Context: an optimization exercise on an open-source flow, tuned for small area, a short achievable clock period and few clock cycles per item. The choices shown serve that exercise and are no tape-out recipe. RTL that was checked went through simulation tests only; none was proved equivalent to the original. For run 1, only the layout was checked, not whether the RTL still works. Power is estimated from default activity; no workload was simulated.

## flow/config.mk

```make
export PLATFORM = sky130hd
export DESIGN_NAME = best_fit_slice_allocator
export DESIGN_NICKNAME = best_fit_slice_allocator
export VERILOG_FILES = /design/flow/design.v
export SDC_FILE = /design/flow/constraint.sdc
export NUM_CORES = 4
export LEC_CHECK = 0
export CAP_MARGIN = 20
export CORE_MARGIN = 2
export CORE_UTILIZATION = 45
export PLACE_DENSITY = 0.6
export SLEW_MARGIN = 20
```

## flow/constraint.sdc

```tcl
create_clock -name core_clock -period 5.5 [get_ports {clock}]
set_input_delay 1.1000 -clock core_clock [delete_from_list [all_inputs] [get_ports {clock}]]
set_output_delay 1.1000 -clock core_clock [all_outputs]
set_load 0.01 [all_outputs]
```

## flow/design.v

```verilog
package bfsa_pkg;
   localparam int unsigned POOL_BYTES      = 16777216;
   localparam int unsigned MAX_SLICE_BYTES = 1048576;
   localparam int unsigned TABLE_SLOTS     = 64;
   localparam int unsigned ALIGN_BYTES     = 8;
   localparam int unsigned SLOT_W   = $clog2(TABLE_SLOTS);
   localparam int unsigned START_W  = 24;
   localparam int unsigned LEN_W    = 21;
   localparam int unsigned GAP_W    = 25;
   localparam int unsigned REQ_W    = 25;
   localparam int unsigned STATUS_W = 3;
   localparam int unsigned REQ_DATA_W = 56;
   localparam int unsigned RSP_DATA_W = 48;
   typedef logic [SLOT_W-1:0]  slot_type;
   typedef logic [START_W-1:0] start_type;
   typedef logic [LEN_W-1:0]   len_type;
   typedef logic [GAP_W-1:0]   gap_type;
   typedef enum logic [STATUS_W-1:0] {
      ST_OK       = 3'd0,
      ST_SIZE     = 3'd1,
      ST_NOFIT    = 3'd2,
      ST_NOTALLOC = 3'd3,
      ST_FULL     = 3'd4
   } status_type;
   typedef enum logic {
      FUNC_ALLOC = 1'b0,
      FUNC_FREE  = 1'b1
   } func_type;
   typedef struct packed {
      logic      valid;
      slot_type  slot;
      start_type start;
      len_type   length;
      gap_type   gap;
   } entry_type;
   typedef struct packed {
      logic      wr_full;
      logic      wr_gap;
      logic      clr;
      slot_type  slot;
      start_type start;
      len_type   length;
      gap_type   gap;
   } tbl_wr_type;
   typedef struct packed {
      logic      best_found;
      logic      best_root;
      slot_type  best_slot;
      gap_type   best_gap;
      gap_type   best_pos;
      logic      free_found;
      slot_type  free_slot;
      logic      hit_found;
      slot_type  hit_slot;
      len_type   hit_len;
      gap_type   hit_gap;
      logic      pred_found;
      slot_type  pred_slot;
      start_type pred_start;
      gap_type   pred_gap;
   } scan_res_type;
endpackage
module bfsa_tbl (
   input  logic       clock,
   input  logic       reset,
   input  bfsa_pkg::slot_type   rd_slot,
   input  bfsa_pkg::tbl_wr_type wr,
   output bfsa_pkg::entry_type  rd_entry
);
   logic [bfsa_pkg::TABLE_SLOTS-1:0] valid_ff;
   logic [bfsa_pkg::TABLE_SLOTS-1:0] valid_in;
   bfsa_pkg::start_type start_mem [bfsa_pkg::TABLE_SLOTS];
   bfsa_pkg::len_type   len_mem   [bfsa_pkg::TABLE_SLOTS];
   bfsa_pkg::gap_type   gap_mem   [bfsa_pkg::TABLE_SLOTS];
   bfsa_pkg::entry_type rd_ff;
   always_comb begin
      valid_in = valid_ff;
      if (wr.wr_full) begin
         valid_in[wr.slot] = 1'b1;
      end
      if (wr.clr) begin
         valid_in[wr.slot] = 1'b0;
      end
   end
   always_ff @(posedge clock) begin
      if (reset) begin
         valid_ff <= '0;
      end else begin
         valid_ff <= valid_in;
      end
   end
   always_ff @(posedge clock) begin
      if (wr.wr_full) begin
         start_mem[wr.slot] <= wr.start;
         len_mem[wr.slot]   <= wr.length;
      end
      if (wr.wr_full || wr.wr_gap) begin
         gap_mem[wr.slot] <= wr.gap;
      end
      rd_ff.valid  <= valid_ff[rd_slot];
      rd_ff.slot   <= rd_slot;
      rd_ff.start  <= start_mem[rd_slot];
      rd_ff.length <= len_mem[rd_slot];
      rd_ff.gap    <= gap_mem[rd_slot];
   end
   assign rd_entry = rd_ff;
endmodule
module bfsa_scan (
   input  logic         clock,
   input  logic         clear,
   input  logic         eval,
   input  bfsa_pkg::len_type      size,
   input  bfsa_pkg::start_type    offset,
   input  bfsa_pkg::gap_type      root_gap,
   input  bfsa_pkg::entry_type    entry,
   output bfsa_pkg::scan_res_type res
);
   bfsa_pkg::scan_res_type res_ff;
   bfsa_pkg::scan_res_type res_in;
   bfsa_pkg::gap_type      pos;
   logic         fits;
   logic         better;
   always_comb begin
      pos    = {1'b0, entry.start} + bfsa_pkg::GAP_W'(entry.length);
      fits   = entry.gap >= bfsa_pkg::GAP_W'(size);
      better = !res_ff.best_found || (entry.gap < res_ff.best_gap) ||
               ((entry.gap == res_ff.best_gap) && (pos < res_ff.best_pos));
      res_in = res_ff;
      if (clear) begin
         res_in = '0;
         if (root_gap >= bfsa_pkg::GAP_W'(size)) begin
            res_in.best_found = 1'b1;
            res_in.best_root  = 1'b1;
            res_in.best_gap   = root_gap;
         end
      end else if (eval) begin
         if (!entry.valid) begin
            if (!res_ff.free_found) begin
               res_in.free_found = 1'b1;
               res_in.free_slot  = entry.slot;
            end
         end else begin
            if (fits && better) begin
               res_in.best_found = 1'b1;
               res_in.best_root  = 1'b0;
               res_in.best_slot  = entry.slot;
               res_in.best_gap   = entry.gap;
               res_in.best_pos   = pos;
            end
            if (!res_ff.hit_found && (entry.start == offset)) begin
               res_in.hit_found = 1'b1;
               res_in.hit_slot  = entry.slot;
               res_in.hit_len   = entry.length;
               res_in.hit_gap   = entry.gap;
            end
            if ((entry.start < offset) &&
                (!res_ff.pred_found || (entry.start > res_ff.pred_start))) begin
               res_in.pred_found = 1'b1;
               res_in.pred_slot  = entry.slot;
               res_in.pred_start = entry.start;
               res_in.pred_gap   = entry.gap;
            end
         end
      end
   end
   always_ff @(posedge clock) begin
      res_ff <= res_in;
   end
   assign res = res_ff;
endmodule
module best_fit_slice_allocator (
   input  logic                  clock,
   input  logic                  reset,
   input  logic                  req_tvalid,
   output logic                  req_tready,
   input  logic [bfsa_pkg::REQ_DATA_W-1:0] req_tdata,   
   input  logic                  req_tuser,   
   output logic                  rsp_tvalid,
   input  logic                  rsp_tready,
   output logic [bfsa_pkg::RSP_DATA_W-1:0] rsp_tdata,   
   output logic [bfsa_pkg::STATUS_W-1:0]   rsp_tuser    
);
   typedef enum logic [2:0] {
      S_IDLE, S_SCAN, S_DRAIN, S_DECIDE, S_UPD1, S_UPD2, S_REPLY
   } state_type;
   state_type    state_ff, state_in;
   bfsa_pkg::slot_type     cnt_ff, cnt_in;
   logic         eval_ff, eval_in;
   bfsa_pkg::func_type     func_ff, func_in;
   bfsa_pkg::len_type      size_ff, size_in;
   bfsa_pkg::start_type    off_ff, off_in;
   bfsa_pkg::gap_type      root_gap_ff, root_gap_in;
   bfsa_pkg::status_type   res_status_ff, res_status_in;
   bfsa_pkg::start_type    res_off_ff, res_off_in;
   bfsa_pkg::len_type      res_grant_ff, res_grant_in;
   logic         rsp_valid_ff, rsp_valid_in;
   bfsa_pkg::status_type   rsp_status_ff, rsp_status_in;
   bfsa_pkg::start_type    rsp_off_ff, rsp_off_in;
   bfsa_pkg::len_type      rsp_grant_ff, rsp_grant_in;
   logic         accept;
   logic         scan_clear;
   logic [bfsa_pkg::REQ_W:0] rounded;
   logic         size_bad;
   bfsa_pkg::tbl_wr_type   wr;
   bfsa_pkg::entry_type    rd_entry;
   bfsa_pkg::scan_res_type res;
   bfsa_tbl u_tbl (
      .clock    (clock),
      .reset    (reset),
      .rd_slot  (cnt_ff),
      .wr       (wr),
      .rd_entry (rd_entry)
   );
   bfsa_scan u_scan (
      .clock    (clock),
      .clear    (scan_clear),
      .eval     (eval_ff),
      .size     (size_ff),
      .offset   (off_ff),
      .root_gap (root_gap_ff),
      .entry    (rd_entry),
      .res      (res)
   );
   assign req_tready = (state_ff == S_IDLE);
   assign accept     = req_tvalid && req_tready;
   assign scan_clear = (state_ff == S_IDLE) || ((state_ff == S_SCAN) && (cnt_ff == '0));
   localparam logic [bfsa_pkg::REQ_W:0] ALIGN_M1  = bfsa_pkg::ALIGN_BYTES - 1;
   localparam logic [bfsa_pkg::REQ_W:0] MAX_SLICE = bfsa_pkg::MAX_SLICE_BYTES;
   assign rounded    = ({1'b0, req_tdata[bfsa_pkg::REQ_W-1:0]} + ALIGN_M1) & ~ALIGN_M1;
   assign size_bad   = (rounded == '0) || (rounded > MAX_SLICE);
   always_comb begin
      state_in      = state_ff;
      cnt_in        = cnt_ff;
      eval_in       = (state_ff == S_SCAN);
      func_in       = func_ff;
      size_in       = size_ff;
      off_in        = off_ff;
      root_gap_in   = root_gap_ff;
      res_status_in = res_status_ff;
      res_off_in    = res_off_ff;
      res_grant_in  = res_grant_ff;
      rsp_valid_in  = rsp_valid_ff && !rsp_tready;
      rsp_status_in = rsp_status_ff;
      rsp_off_in    = rsp_off_ff;
      rsp_grant_in  = rsp_grant_ff;
      wr            = '0;
      case (state_ff)
         S_IDLE: begin
            cnt_in = '0;
            if (accept) begin
               func_in      = bfsa_pkg::func_type'(req_tuser);
               size_in      = rounded[bfsa_pkg::LEN_W-1:0];
               off_in       = req_tdata[bfsa_pkg::REQ_W +: bfsa_pkg::START_W];
               res_status_in = bfsa_pkg::ST_OK;
               res_off_in   = '0;
               res_grant_in = '0;
               if ((bfsa_pkg::func_type'(req_tuser) == bfsa_pkg::FUNC_ALLOC) && size_bad) begin
                  res_status_in = bfsa_pkg::ST_SIZE;
                  state_in      = S_REPLY;
               end else begin
                  state_in = S_SCAN;
               end
            end
         end
         S_SCAN: begin
            cnt_in = cnt_ff + 1'b1;
            if (cnt_ff == bfsa_pkg::slot_type'(bfsa_pkg::TABLE_SLOTS - 1)) begin
               state_in = S_DRAIN;
            end
         end
         S_DRAIN: begin
            state_in = S_DECIDE;
         end
         S_DECIDE: begin
            state_in = S_UPD1;
            if (func_ff == bfsa_pkg::FUNC_ALLOC) begin
               if (!res.best_found) begin
                  res_status_in = bfsa_pkg::ST_NOFIT;
                  state_in      = S_REPLY;
               end else if (!res.free_found) begin
                  res_status_in = bfsa_pkg::ST_FULL;
                  state_in      = S_REPLY;
               end else begin
                  res_off_in   = res.best_pos[bfsa_pkg::START_W-1:0];
                  res_grant_in = size_ff;
               end
            end else begin
               if (!res.hit_found) begin
                  res_status_in = bfsa_pkg::ST_NOTALLOC;
                  state_in      = S_REPLY;
               end else begin
                  res_grant_in = res.hit_len;
               end
            end
         end
         S_UPD1: begin
            state_in = S_UPD2;
            if (func_ff == bfsa_pkg::FUNC_ALLOC) begin
               wr.wr_full = 1'b1;
               wr.slot    = res.free_slot;
               wr.start   = res.best_pos[bfsa_pkg::START_W-1:0];
               wr.length  = size_ff;
               wr.gap     = res.best_gap - bfsa_pkg::GAP_W'(size_ff);
            end else begin
               wr.clr  = 1'b1;
               wr.slot = res.hit_slot;
            end
         end
         S_UPD2: begin
            state_in = S_REPLY;
            if (func_ff == bfsa_pkg::FUNC_ALLOC) begin
               if (res.best_root) begin
                  root_gap_in = '0;
               end else begin
                  wr.wr_gap = 1'b1;
                  wr.slot   = res.best_slot;
                  wr.gap    = '0;
               end
            end else begin
               if (res.pred_found) begin
                  wr.wr_gap = 1'b1;
                  wr.slot   = res.pred_slot;
                  wr.gap    = res.pred_gap + bfsa_pkg::GAP_W'(res.hit_len) + res.hit_gap;
               end else begin
                  root_gap_in = root_gap_ff + bfsa_pkg::GAP_W'(res.hit_len) + res.hit_gap;
               end
            end
         end
         S_REPLY: begin
            if (!rsp_valid_ff || rsp_tready) begin
               rsp_valid_in  = 1'b1;
               rsp_status_in = res_status_ff;
               rsp_off_in    = res_off_ff;
               rsp_grant_in  = res_grant_ff;
               state_in      = S_IDLE;
            end
         end
         default: begin
            state_in = S_IDLE;
         end
      endcase
   end
   always_ff @(posedge clock) begin
      if (reset) begin
         state_ff     <= S_IDLE;
         cnt_ff       <= '0;
         eval_ff      <= 1'b0;
         root_gap_ff  <= bfsa_pkg::GAP_W'(bfsa_pkg::POOL_BYTES);
         rsp_valid_ff <= 1'b0;
      end else begin
         state_ff     <= state_in;
         cnt_ff       <= cnt_in;
         eval_ff      <= eval_in;
         root_gap_ff  <= root_gap_in;
         rsp_valid_ff <= rsp_valid_in;
      end
      func_ff       <= func_in;
      size_ff       <= size_in;
      off_ff        <= off_in;
      res_status_ff <= res_status_in;
      res_off_ff    <= res_off_in;
      res_grant_ff  <= res_grant_in;
      rsp_status_ff <= rsp_status_in;
      rsp_off_ff    <= rsp_off_in;
      rsp_grant_ff  <= rsp_grant_in;
   end
   assign rsp_tvalid = rsp_valid_ff;
   assign rsp_tuser  = rsp_status_ff;
   assign rsp_tdata  = bfsa_pkg::RSP_DATA_W'({rsp_grant_ff, rsp_off_ff});
endmodule
```

## flow/run.sh

```bash
#!/bin/bash
# synth_recipe.tcl (not shown) runs the flow's synth.tcl, then flattens the netlist and writes it again
# the make line also repeats each setting of config.mk as NAME=value (left out here)
make -C /OpenROAD-flow-scripts/flow DESIGN_CONFIG=/design/flow/config.mk WORK_HOME=/design/flow/orfs CLKGATE_MAP_FILE= SYNTH_SCRIPT=/design/flow/synth_recipe.tcl finish
```

==> out/results.tsv, run 1 <==
stage	metric	value	unit
routing	1st-iter DRT viols	13681	
floorplan	# rows	237	
routing	Avg WL per Cell	35.1	um
synth	ys flop type	edfxtp_1	
final_layout	area used by multi-input combinational logic	0.0481	mm^2
grt	gr ovfl total	0	
timing	Final Hold Viols	0	
placement	Port Buffer Count	100	
critical_path	CP endpoint kind	register	
synth	main combinational cell family by area after synthesis	multiplexers	
clock_network	CTS hold repair buffers	0	
grt	largest net degree at the start of global routing	118	
routing	Routed Antenna Nets	0	
timing	post-route clock period utilization	0.913	
clock_network	postcts setup bufs	0	
routing	via count	98369	
pwr	maximum VDD drop	0.000398	V
critical_path	CP top delay family	compound AO/OA/AOI/OAI gates	
clock_network	CTS tree	built	
final_layout	area grow syn2layout	15.3	%
clock_network	Clock Sinks	4766	
final_layout	share of cells above drive strength 1	0.278	
final_layout	fin area	0.218	mm^2
timing	Slew Viols, Final	0	
floorplan	initial cell density of the core	0.452	
timing	post-layout minimum cycle time	5.02	ns
timing	setup ws final	0.477	ns
pwr	Design Power	85100	uW
synth	mux cell area share after synthesis	0.172	
synth	async set-reset flop share out of synthesis	0	
final_layout	register area	0.140	mm^2
timing	slew margin rel.	0.182	
run_status	status	no timing/DRC/antenna violations	
synth	Mapped Cells	9030	
grt	Tot GR Track Use	0.253	
critical_path	FF-to-FF setup slack	0.48	ns
critical_path	crit-path cells	ha_1, inv_1, fa_1, nor2b_1, o31a_1, o31ai_1, a21oi_1, a221o_1, mux2i_1, nand2_1, ha_1, nand4_1, nor2_1, o21ai_0, o22ai_1, nor3_1, buf_4, o22ai_4, buf_4, nor2_1, a211oi_1	
grt	global-route wire length before repair	756000	um
critical_path	Worst Path Max Fanout	61	
critical_path	CP max-delay cell	dfxtp_1	
critical_path	Worst Path Buf+Inv	3	
floorplan	Die Area	0.425	mm^2
synth	Yosys reg bits	4766	
pwr	sequential share of power	0.483	
pwr	Switching Share	0.251	
synth	Post-Synth XOR/XNOR Area	0.00417	
pwr	net switching power	21400	uW
timing	final setup vio count	0	
clock_network	Post-CTS Resized	0	
routing	vias per cell	6.34	
synth	Synth Warn #	3	
pwr	pwr dens	391	mW/mm^2
job	Max Cap Violations	0	
floorplan	I/O pins	114	
timing	Hold Slack	0.417	ns
hold_path	Hold Crit Class	reg -> reg	
clock_network	# H-tree levels	5	
timing	max frequency	199	MHz
synth	sequential element share of the synthesized area	0.741	
synth	Mapped Avg Cell Area	20.9	um^2
critical_path	critical path type	reg -> reg	
critical_path	Critical Path RT	6.41	ns
clock_network	TritonCTS buffer count	466	
clock_network	clk latency of the worst-skew pair	1.02	ns
clock_network	CTS root buffer	clkbuf_16	
grt	vias in the first global route	96503	
synth	Mapped Area	0.189	mm^2
pwr	LEAKAGE	0.0666	uW
synth	Post-Synth Simple-Gate Area	0.0228	
synth	Post-synth EDFFs	4448	
critical_path	Critical Path Max Stage Delay	0.52	ns
pwr	Comb pwr share	0.142	
floorplan	chip width	652	um
placement	gp weighted congestion	0.916	
routing	DRT Pass-1 Iters	6	
routing	Remaining DRCs	0	
clock_network	CTS Buffer Depth	4	
final_layout	Nets	9938	
timing	setup tns final	0	ns
critical_path	Crit path arrival time	5.93	ns
synth	Adder-Cell Fraction of Synth Area	0.0195	
final_layout	fill cell count	31985	
timing	Worst Tran Pin Value	1.22	ns
synth	Yosys cell types	84	
floorplan	Core Area	0.417	mm^2
timing	unrepaired setup endpoints after global routing	false	
placement	DP Area	0.202	mm^2
floorplan	Die Span Y	652	um
grt	initial antenna violation count	33	
synth	compound-cell area share of the yosys netlist	0.0272	
placement	Post-DP HPWL	315000	um
clock_network	Clk pin slew, worst setup/hold paths	0.06	ns
pwr	design internal power	63700	uW
timing	worst-case clock skew	0.0831	ns
routing	WL final	544000	um
pwr	clock share of power	0.375	
critical_path	startpoint types	register	
placement	Place WS	0.552	ns
[power by group through the flow]
stage               sequential [uW]  clock (uW)  combinational, uW
floorplan                     41600           0               7940
global placement              41900           0              11800
detailed placement            41900           0              12000
CTS                           41100       32400              12100
global route                  41100       33800              12900
finish                        41100       31900              12100
[cell usage after synthesis, types with 16 or more instances]
master / count / area [um^2]
mux2_2: 27 / 304
nand2_1: 139 / 522
nand3_1: 130 / 651
ha_1: 230 / 2880
a21o_1: 35 / 263
xor2_1: 32 / 280
nor3_1: 45 / 225
inv_1: 161 / 604
a22o_1: 30 / 263
nor2b_1: 21 / 131
nor2_1: 427 / 1600
dfxtp_1: 318 / 6370
nand2b_1: 16 / 100
nand4_1: 25 / 156
edfxtp_1: 4448 / 134000
a211oi_1: 83 / 623
or3_1: 21 / 131
xnor2_1: 56 / 490
and3_1: 19 / 119
a21oi_1: 280 / 1400
buf_1: 85 / 319
fa_1: 40 / 801
mux4_2: 1353 / 30500
buf_2: 42 / 210
mux2i_1: 165 / 1650
clkbuf_1: 326 / 1220
o22ai_1: 46 / 288
o221ai_1: 29 / 254
o21ai_0: 164 / 821
[sequential cells by signal, indices dropped and copies added (netlist names), 6 cells and up]
signal and cells:
u_tbl.gap_mem 1600, u_tbl.start_mem 1536, u_tbl.len_mem 1152, u_scan.res_ff 171, u_tbl.rd_ff 74, u_tbl.valid_ff 64, root_gap_ff 25, off_ff 24
res_off_ff 24, rsp_off_ff 24, res_grant_ff 18, rsp_grant_ff 18, size_ff 18, cnt_ff 6
[worst paths after layout]
kind / cells after the start / start / end
max: 21 / u_tbl.rd_ff[49] / u_scan.res_ff[120]
min reg2reg: 0 / res_off_ff[11] / rsp_off_ff[11]
min: 0 / res_off_ff[11] / rsp_off_ff[11]
max reg2reg: 21 / u_tbl.rd_ff[49] / u_scan.res_ff[120]
[per-layer routing]
layer  up-vias  wire length (um)  GRT usage
met5         -               142          0
met3       833             55900     0.0553
met1     53407            225000      0.373
li1      38921                 -          -
met2      5186            247000      0.384
met4        22             16300     0.0696
[per-stage QoR]
step                utilization  std cells
global placement          0.482      14587
detailed placement        0.484      14612
global route              0.521      15503
floorplan                     -       9035
finish                    0.522      15511
CTS                       0.520      15474
[area by class of cell]
cell class | instances | area share
antenna | 13 | 0.000150
clock buffer | 596 | 0.0579
inverter | 162 | 0.00279
sequential | 4766 | 0.643
tap | 5497 | 0.0316
clock inverter | 266 | 0.0122
multi-input combinational | 3640 | 0.221
timing repair buffer | 571 | 0.0310
[kinds of logic after synthesis]
| kind of cell | after synthesis |
|---|---|
| muxes | 1545 |
| DFF | 4766 |
| adders and majority gates | 270 |
| and+or+nand+nor | 921 |
| other | 1 |
| AOI/OAI and AO/OA | 809 |
| buffers and inverters | 629 |
| xor gates and xnor gates | 89 |
[layout by cell type, fill, tap and decap left out, drive strengths merged, types with 165 or more instances in the layout]
| cell | instances |
|---|---|
| nor2 | 428 |
| mux2i | 165 |
| mux4 | 1353 |
| a21oi | 280 |
| ha | 230 |
| clkbuf | 596 |
| buf | 472 |
| inv | 174 |
| edfxtp | 4448 |
| clkinv | 186 |
| dfxtp | 318 |
==> run 2, diff against run 1 <==
--- a/flow/design.v
+++ b/flow/design.v
@@ -67,3 +67,4 @@
    input  bfsa_pkg::tbl_wr_type wr,
-   output bfsa_pkg::entry_type  rd_entry
+   output bfsa_pkg::entry_type  rd_entry,
+   output logic [bfsa_pkg::TABLE_SLOTS-1:0] valid_o
 );
@@ -106,2 +107,3 @@
    assign rd_entry = rd_ff;
+   assign valid_o  = valid_ff;
 endmodule
@@ -187,2 +189,5 @@
    bfsa_pkg::slot_type     cnt_ff, cnt_in;
+   bfsa_pkg::slot_type     last_ff, last_in;
+   bfsa_pkg::slot_type     last_slot;
+   logic [bfsa_pkg::TABLE_SLOTS-1:0] valid_v;
    logic         eval_ff, eval_in;
@@ -211,4 +216,12 @@
       .wr       (wr),
-      .rd_entry (rd_entry)
+      .rd_entry (rd_entry),
+      .valid_o  (valid_v)
    );
+   always_comb begin
+      last_slot = '0;
+      for (int j = 0; j < bfsa_pkg::TABLE_SLOTS - 1; j++) begin
+         if (valid_v[j]) last_slot = bfsa_pkg::slot_type'(j + 1);
+      end
+      if (valid_v[bfsa_pkg::TABLE_SLOTS-1]) last_slot = bfsa_pkg::slot_type'(bfsa_pkg::TABLE_SLOTS - 1);
+   end
    bfsa_scan u_scan (
@@ -233,2 +246,3 @@
       cnt_in        = cnt_ff;
+      last_in       = last_ff;
       eval_in       = (state_ff == S_SCAN);
@@ -249,2 +263,3 @@
             cnt_in = '0;
+            last_in = last_slot;
             if (accept) begin
@@ -266,3 +281,3 @@
             cnt_in = cnt_ff + 1'b1;
-            if (cnt_ff == bfsa_pkg::slot_type'(bfsa_pkg::TABLE_SLOTS - 1)) begin
+            if (cnt_ff == last_ff) begin
                state_in = S_DRAIN;
@@ -357,2 +372,3 @@
       func_ff       <= func_in;
+      last_ff       <= last_in;
       size_ff       <= size_in;
==> run 2 against run 1 <==
Against the previous run:
- still clean on timing, DRC and antenna
- non-clock buffer count fell by 16
- sequential cell count rose by 6
- combinational power fell by 27%
==> out/results.tsv, run 2 <==
stage	metric	value	unit	change
critical_path	critical path type	reg -> reg		
clock_network	postcts setup bufs	0		unchanged
synth	Yosys cell types	88		+4.8%
critical_path	Critical Path RT	6.14	ns	-0.27 ns
synth	async set-reset flop share out of synthesis	0		unchanged
clock_network	Post-CTS Resized	0		unchanged
routing	Remaining DRCs	0		unchanged
synth	ys flop type	edfxtp_1		
synth	Synth Warn #	3		unchanged
routing	via count	97527		-0.86%
floorplan	Die Area	0.426	mm^2	+0.23%
grt	Tot GR Track Use	0.251		-0.00283
pwr	pwr dens	377	mW/mm^2	-3.5%
placement	cell total after placement	14713		+0.69%
final_layout	biggest regs	u_tbl.gap_mem (1600), u_tbl.start_mem (1536), u_tbl.len_mem (1152)		
pwr	maximum VDD drop	0.000437	V	+9.9%
synth	ranking of synthesized cells by area	edfxtp_1 (71%), mux4_2 (16%), dfxtp_1 (3.4%)		
final_layout	Layout Cells excl Fill	15623		+0.72%
critical_path	CP endpoint kind	register		
placement	Port Buffer Count	100		unchanged
clock_network	Clk pin slew, worst setup/hold paths	0.06	ns	about the same
clock_network	clk latency of the worst-skew pair	1.07	ns	+0.05 ns
clock_network	TritonCTS buffer count	478		+2.6%
pwr	LEAKAGE	0.0649	uW	-2.6%
timing	setup tns final	0	ns	unchanged
critical_path	startpoint types	register		
final_layout	share of cells above drive strength 1	0.277		-0.00126
floorplan	# rows	238		+0.42%
routing	WL final	541000	um	-0.68%
timing	worst-case clock skew	0.124	ns	+0.0410 ns
job	Max Cap Violations	0		unchanged
grt	initial antenna violation count	44		+33%
routing	Avg WL per Cell	34.6	um	-1.4%
routing	1st-iter DRT viols	13034		-4.7%
timing	slew margin rel.	0.232		+0.0509
timing	Slew Viols, Final	0		unchanged
synth	Mapped Avg Cell Area	20.8	um^2	-0.50%
clock_network	CTS root buffer	clkbuf_16		
grt	gr ovfl total	0		unchanged
synth	Commonest cells post-synth	edfxtp_1 (4454), mux4_2 (1326), nor2_1 (491), dfxtp_1 (318), a21oi_1 (286)		
synth	leading area contributor after synthesis	edfxtp_1		
timing	post-route clock period utilization	0.966		+0.0530
critical_path	Crit path arrival time	5.95	ns	+0.02 ns
synth	Yosys reg bits	4772		+0.13%
routing	DRT Pass-1 Iters	6		unchanged
floorplan	Core Area	0.419	mm^2	+0.49%
clock_network	CTS Buffer Depth	4		unchanged
synth	sequential element share of the synthesized area	0.741		-0.000754
synth	most common cell in the synthesized netlist	edfxtp_1		
clock_network	# H-tree levels	5		unchanged
clock_network	Clock Sinks	4772		+0.13%
placement	Post-DP HPWL	321000	um	+2.0%
timing	Worst Tran Pin Value	1.15	ns	-0.0685 ns
floorplan	chip width	652	um	+0.11%
final_layout	most common cell after layout, fill and taps aside	edfxtp_1		
timing	Final Hold Viols	0		unchanged
placement	gp weighted congestion	0.899		-1.8%
timing	unrepaired setup endpoints after global routing	false		
synth	Mapped Cells	9096		+0.73%
synth	Post-synth EDFFs	4454		+0.13%
final_layout	most frequent cells in the layout	edfxtp_1 (4454), mux4_2 (1326), clkbuf_16 (482), buf_4 (346), nor2_1 (319)		
floorplan	initial cell density of the core	0.451		-0.00118
clock_network	CTS hold repair buffers	0		unchanged
critical_path	Worst Path Max Fanout	27		-56%
run_status	status	no timing/DRC/antenna violations		
hold_path	Hold Crit Class	reg -> reg		
floorplan	Die Span Y	652	um	+0.11%
synth	Mapped Area	0.189	mm^2	+0.23%
pwr	Design Power	82000	uW	-3.7%
timing	max frequency	188	MHz	-5.5%
floorplan	I/O pins	114		unchanged
final_layout	Nets	10021		+0.84%
grt	vias in the first global route	96388		-0.12%
final_layout	Biggest register	u_tbl.gap_mem		
grt	largest net degree at the start of global routing	136		+15%
synth	Yosys top cell area share	0.707		about the same
clock_network	CTS tree	built		
final_layout	area grow syn2layout	14.9	%	
timing	post-layout minimum cycle time	5.31	ns	+0.292 ns
routing	Routed Antenna Nets	0		unchanged
timing	final setup vio count	0		unchanged
final_layout	max reg flops	1600		unchanged
routing	vias per cell	6.24		-1.6%
grt	global-route wire length before repair	749000	um	-0.89%
[run 2: per-layer routing]
| metal | vias to the layer above | track usage | part of all wire |
|---|---|---|---|
| li1 | 39058 | - | - |
| met1 | 52856 | 0.361 | 0.41 |
| met2 | 4831 | 0.392 | 0.47 |
| met3 | 774 | 0.0489 | 0.093 |
| met4 | 8 | 0.0699 | 0.030 |
| met5 | - | 0 | 0.000098 |
[run 2: worst paths after layout]
check / startpoint / to / slack [ns] / cells past startpoint
max: u_tbl.rd_ff[49] / u_scan.res_ff[153] / 0.19 / 20
min: res_off_ff[19] / rsp_off_ff[19] / 0.41 / 0
max reg2reg: u_tbl.rd_ff[49] / u_scan.res_ff[153] / 0.19 / 20
min reg2reg: res_off_ff[19] / rsp_off_ff[19] / 0.41 / 0
[run 2: where the power goes]
part	switching (uW)	total (uW)	internal, uW
clock	14000	32300	18400
combinational	5200	8840	3640
sequential	582	40800	40300
total	19700	82000	62300
[run 2: cells by family after synthesis]
logic type | synth area share
compound gates | 0.0269
xor+xnor | 0.00529
fa+ha+maj | 0.0194
buf+inv | 0.0128
flops | 0.741
mux | 0.172
other cells | 0.0000198
simple gates | 0.0233
[run 2: final cells by class]
| class | instances | area (um^2) |
|---|---|---|
| fillers | 32641 | 202000 |
| flip-flops and latches | 4772 | 140000 |
| multi-input cells | 3726 | 48200 |
| clock buffers | 614 | 12800 |
| well taps | 5520 | 6910 |
| repair buffers | 555 | 5820 |
| clock inverters | 273 | 2790 |
| inverters | 157 | 591 |
| diodes | 6 | 15.0 |
[run 2: worst max-delay path, stage by stage (launching register included)]
cell and delay [ns]:
dfxtp_1 0.44, ha_1 0.23, fa_1 0.24, a211oi_1 0.11, o21a_1 0.24, nor4_1 0.47, o2111ai_1 0.31, a31oi_1 0.29
nand3_1 0.13, xnor2_1 0.31, ha_1 0.33, a21oi_1 0.15, o21ai_0 0.10, nand2_1 0.08, nand4b_1 0.19, a221oi_2 0.41
a21oi_1 0.10, nor3_2 0.28, buf_4 0.21, or2_2 0.14, buf_12 0.20
[run 2: stage by stage]
step | util | worst slack [ns] | area (um^2) | hold slack, ns
2_1_floorplan | - | 0.462 | 189000 | 0.329
3_3_place_gp | 0.480 | 0.0728 | 201000 | 0.406
3_5_place_dp | 0.480 | 0.0946 | 201000 | 0.405
4_1_cts | 0.517 | 0.0812 | 217000 | 0.391
5_1_grt | 0.518 | 0.00996 | 217000 | 0.418
6_report | 0.518 | 0.185 | 217000 | 0.411
Testbench counts of run 2, summed over its fixed seeds: cycles 227,636, items 4,800.
==> run 3, diff against run 2 <==
--- a/flow/config.mk
+++ b/flow/config.mk
@@ -9,4 +9,4 @@
 export CORE_MARGIN = 2
-export CORE_UTILIZATION = 45
-export PLACE_DENSITY = 0.6
+export CORE_UTILIZATION = 55
+export PLACE_DENSITY = 0.7
 export SLEW_MARGIN = 20
==> run 3 against run 2 <==
Against the previous run:
- still clean
- power is 1.6% lower
- maximum frequency up 1.6%
- wire length shrank 2.2%
- clock power fell by 3%
- register-to-register slack improved by 0.09 ns
- sequential power hardly changed
- die area down 18%
- area after synthesis is the same
- largest power group unchanged
==> out/results.tsv, run 3 <==
stage	metric	value	unit	change
run_status	status	no timing/DRC/antenna violations		
floorplan	I/O pins	114		unchanged
timing	worst-case clock skew	0.0854	ns	-0.0388 ns
routing	Avg WL per Cell	36.3	um	+4.8%
synth	ranking of synthesized cells by area	edfxtp_1 (71%), mux4_2 (16%), dfxtp_1 (3.4%)		
pwr	Comb pwr share	0.107		about the same
synth	Mapped Cells	9096		unchanged
synth	Synth Warn #	3		unchanged
routing	Remaining DRCs	0		unchanged
final_layout	area grow syn2layout	13.9	%	
pwr	sequential share of power	0.505		+0.007
final_layout	biggest regs	u_tbl.gap_mem (1600), u_tbl.start_mem (1536), u_tbl.len_mem (1152)		
synth	Yosys cell types	88		unchanged
synth	Yosys reg bits	4772		unchanged
pwr	design internal power	61600	uW	-1.1%
synth	Yosys top cell area share	0.707		unchanged
synth	Post-synth EDFFs	4454		unchanged
critical_path	critical path type	reg -> reg		
clock_network	TritonCTS buffer count	458		-4.2%
pwr	pwr dens	375	mW/mm^2	-0.75%
critical_path	worst reg-to-reg path cell count	19		-5.0%
pwr	net switching power	19100	uW	-3.0%
grt	initial antenna violation count	34		-23%
pwr	clock share of power	0.388		-0.006
synth	most common cell in the synthesized netlist	edfxtp_1		
timing	unrepaired setup endpoints after global routing	false		
placement	gp weighted congestion	0.932		+3.7%
pwr	LEAKAGE	0.0645	uW	-0.69%
grt	global-route wire length before repair	737000	um	-1.7%
placement	Port Buffer Count	100		unchanged
grt	Tot GR Track Use	0.302		+0.0519
final_layout	Nets	9952		-0.69%
floorplan	chip width	590	um	-9.5%
placement	Post-DP HPWL	304000	um	-5.3%
routing	via count	98942		+1.5%
placement	cell total after placement	13684		-7.0%
timing	post-route clock period utilization	0.951		-0.0156
timing	max frequency	191	MHz	+1.6%
pwr	Design Power	80700	uW	-1.6%
critical_path	Reg-to-Reg Start	u_tbl.rd_ff[52]		
synth	Commonest cells post-synth	edfxtp_1 (4454), mux4_2 (1326), nor2_1 (491), dfxtp_1 (318), a21oi_1 (286)		
clock_network	postcts setup bufs	0		unchanged
timing	Slew Viols, Final	0		unchanged
floorplan	initial cell density of the core	0.552		+0.101
final_layout	area used by multi-input combinational logic	0.0482	mm^2	-0.14%
hold_path	Hold Crit Class	reg -> reg		
synth	Mapped Area	0.189	mm^2	unchanged
floorplan	Die Span Y	590	um	-9.5%
critical_path	Crit path arrival time	5.90	ns	-0.05 ns
clock_network	clk latency of the worst-skew pair	1.02	ns	-0.05 ns
critical_path	crit path launch	u_tbl.rd_ff[52]		
grt	vias in the first global route	96944		+0.58%
final_layout	Layout Cells excl Fill	14585		-6.6%
timing	Final Hold Viols	0		unchanged
timing	slew margin rel.	0.214		-0.0189
critical_path	CP endpoint kind	register		
critical_path	startpoint types	register		
job	Max Cap Violations	0		unchanged
critical_path	Critical Path RT	6.17	ns	+0.03 ns
timing	post-layout minimum cycle time	5.23	ns	-0.0856 ns
critical_path	Worst Path Max Fanout	27		unchanged
timing	Worst Tran Pin Value	1.18	ns	+0.0258 ns
floorplan	Core Area	0.343	mm^2	-18%
routing	WL final	529000	um	-2.2%
clock_network	Clk pin slew, worst setup/hold paths	0.06	ns	about the same
hold_path	HP Start	res_off_ff[0]		
final_layout	fin area	0.216	mm^2	-0.82%
final_layout	most frequent cells in the layout	edfxtp_1 (4454), mux4_2 (1326), clkbuf_16 (470), nor2_1 (319), dfxtp_1 (310)		
final_layout	Biggest register	u_tbl.gap_mem		
grt	gr ovfl total	0		unchanged
timing	setup tns final	0	ns	unchanged
final_layout	max reg flops	1600		unchanged
placement	DP Area	0.200	mm^2	-0.75%
routing	vias per cell	6.78		+8.7%
synth	ys flop type	edfxtp_1		
clock_network	CTS hold repair buffers	0		unchanged
final_layout	fill cell count	22797		-30%
synth	sequential element share of the synthesized area	0.741		unchanged
pwr	Switching Share	0.237		-0.00356
clock_network	CTS Buffer Depth	4		unchanged
floorplan	# rows	215		-9.7%
routing	Routed Antenna Nets	0		unchanged
final_layout	register area	0.140	mm^2	about the same
final_layout	share of cells above drive strength 1	0.272		-0.00542
final_layout	most common cell after layout, fill and taps aside	edfxtp_1		
final_layout	final core occ	0.629		+0.111
synth	Mapped Avg Cell Area	20.8	um^2	unchanged
timing	final setup vio count	0		unchanged
synth	leading area contributor after synthesis	edfxtp_1		
synth	async set-reset flop share out of synthesis	0		unchanged
grt	largest net degree at the start of global routing	128		-5.9%
clock_network	CTS root buffer	clkbuf_16		
clock_network	Clock Sinks	4772		unchanged
clock_network	# H-tree levels	5		unchanged
routing	DRT Pass-1 Iters	7		+1
hold_path	hold depth	0		unchanged
pwr	maximum VDD drop	0.000284	V	-35%
clock_network	CTS tree	built		
floorplan	Die Area	0.349	mm^2	-18%
routing	1st-iter DRT viols	15154		+16%
==> run 3: cell counts after synthesis <==
No cell type changed its count.
==> run 3: timing repair <==
| action | 4_1_cts | 5_1_grt |
|---|---|---|
| endpoints found under the setup margin | 58 | 58 |
| gates resized for setup | 2 | 8 |
| pin swaps | 1 | 3 |
| hold endpoints to repair | 0 | 0 |
==> run 3: power by group through the flow <==
stage | logic (uW) | clock network (uW) | registers [uW]
6_report | 8670 | 31300 | 40800
5_1_grt | 9310 | 32900 | 40800
4_1_cts | 8600 | 31600 | 40800
3_5_place_dp | 8550 | 0 | 41500
3_3_place_gp | 8400 | 0 | 41600
2_1_floorplan | 5850 | 0 | 41300
==> run 3: area by class of cell <==
class                      count  share of cell area
clock inverter               270              0.0118
inverter                     157             0.00274
tap                         4557              0.0265
sequential                  4772               0.650
clock buffer                 584              0.0573
antenna                       13            0.000151
multi-input combinational   3726               0.224
timing repair buffer         506              0.0279
==> run 3: final timing paths <==
kind | slack [ns] | to
min | 0.39 | rsp_off_ff[0]
max | 0.27 | u_scan.res_ff[147]
max reg2reg | 0.27 | u_scan.res_ff[147]
min reg2reg | 0.39 | rsp_off_ff[0]
==> run 3: worst max-delay path, stage by stage, from the launching register on <==
cell       delay [ns]
dfxtp_1          0.44
ha_1             0.33
and3_1           0.19
a221o_1          0.36
nor2b_2          0.20
a21oi_1          0.16
a21o_1           0.21
a21oi_1          0.17
xnor2_1          0.18
ha_1             0.32
a21oi_1          0.17
o21ai_0          0.11
a2111oi_1        0.35
o21ai_1          0.23
a221oi_4         0.53
a21oi_1          0.11
nor3_2           0.31
buf_4            0.17
or2_2            0.12
buf_12           0.21
==> run 3: layer usage <==
layer,track usage,vias up,part of all wire
li1,-,38872,-
met1,0.436,52492,0.38
met2,0.453,6569,0.45
met3,0.0808,987,0.13
met4,0.103,22,0.039
met5,0,-,0.00027
==> run 3: stage by stage <==
| step | hold slack [ns] | worst slack, ns |
|---|---|---|
| 6_report | 0.395 | 0.271 |
| 5_1_grt | 0.398 | 0.0156 |
| 4_1_cts | 0.371 | 0.0572 |
| 3_5_place_dp | 0.405 | -0.245 |
| 3_3_place_gp | 0.402 | -0.422 |
| 2_1_floorplan | 0.329 | 0.462 |
==> run 3: logic make-up after synthesis <==
kind of cell,share of synthesized area
xor+xnor,0.00529
simple gates,0.0233
compound gates,0.0269
flops,0.741
buf+inv,0.0128
mux,0.172
other cells,0.0000198
fa+ha+maj,0.0194

[re-timing with driven ports]
How much do the figures lean on ideal ports? The routed layouts below were timed once more, with nothing changed but the port constraints. Step 1 sets driving cells, clkbuf_16 on the clock port and buf_2 on the other inputs (assumed; they add their load-dependent delay and slew). Step 2 also shifts input and output timing later by t, the mid clock arrival at the registers, as if the neighbouring blocks saw the same clock. a / b / c = no drivers / after step 1 / after step 2; a / b = the first two.
run | shift t [ns] | slack for setup (ns) | latest minus earliest clock arrival (ns) | worst register clock-pin slew, ns | cell pins on the clock port's net
run 1 | 1.112 | 0.477 / 0.477 / 0.477 | 0.086 / 0.086 | 0.07 / 0.07 | 1
run 2 | 1.119 | 0.185 / 0.185 / 0.185 | 0.128 / 0.127 | 0.07 / 0.07 | 1
run 3 | 1.075 | 0.271 / 0.271 / 0.271 | 0.086 / 0.085 | 0.07 / 0.07 | 1
After both steps setup and hold are still met in every run listed.
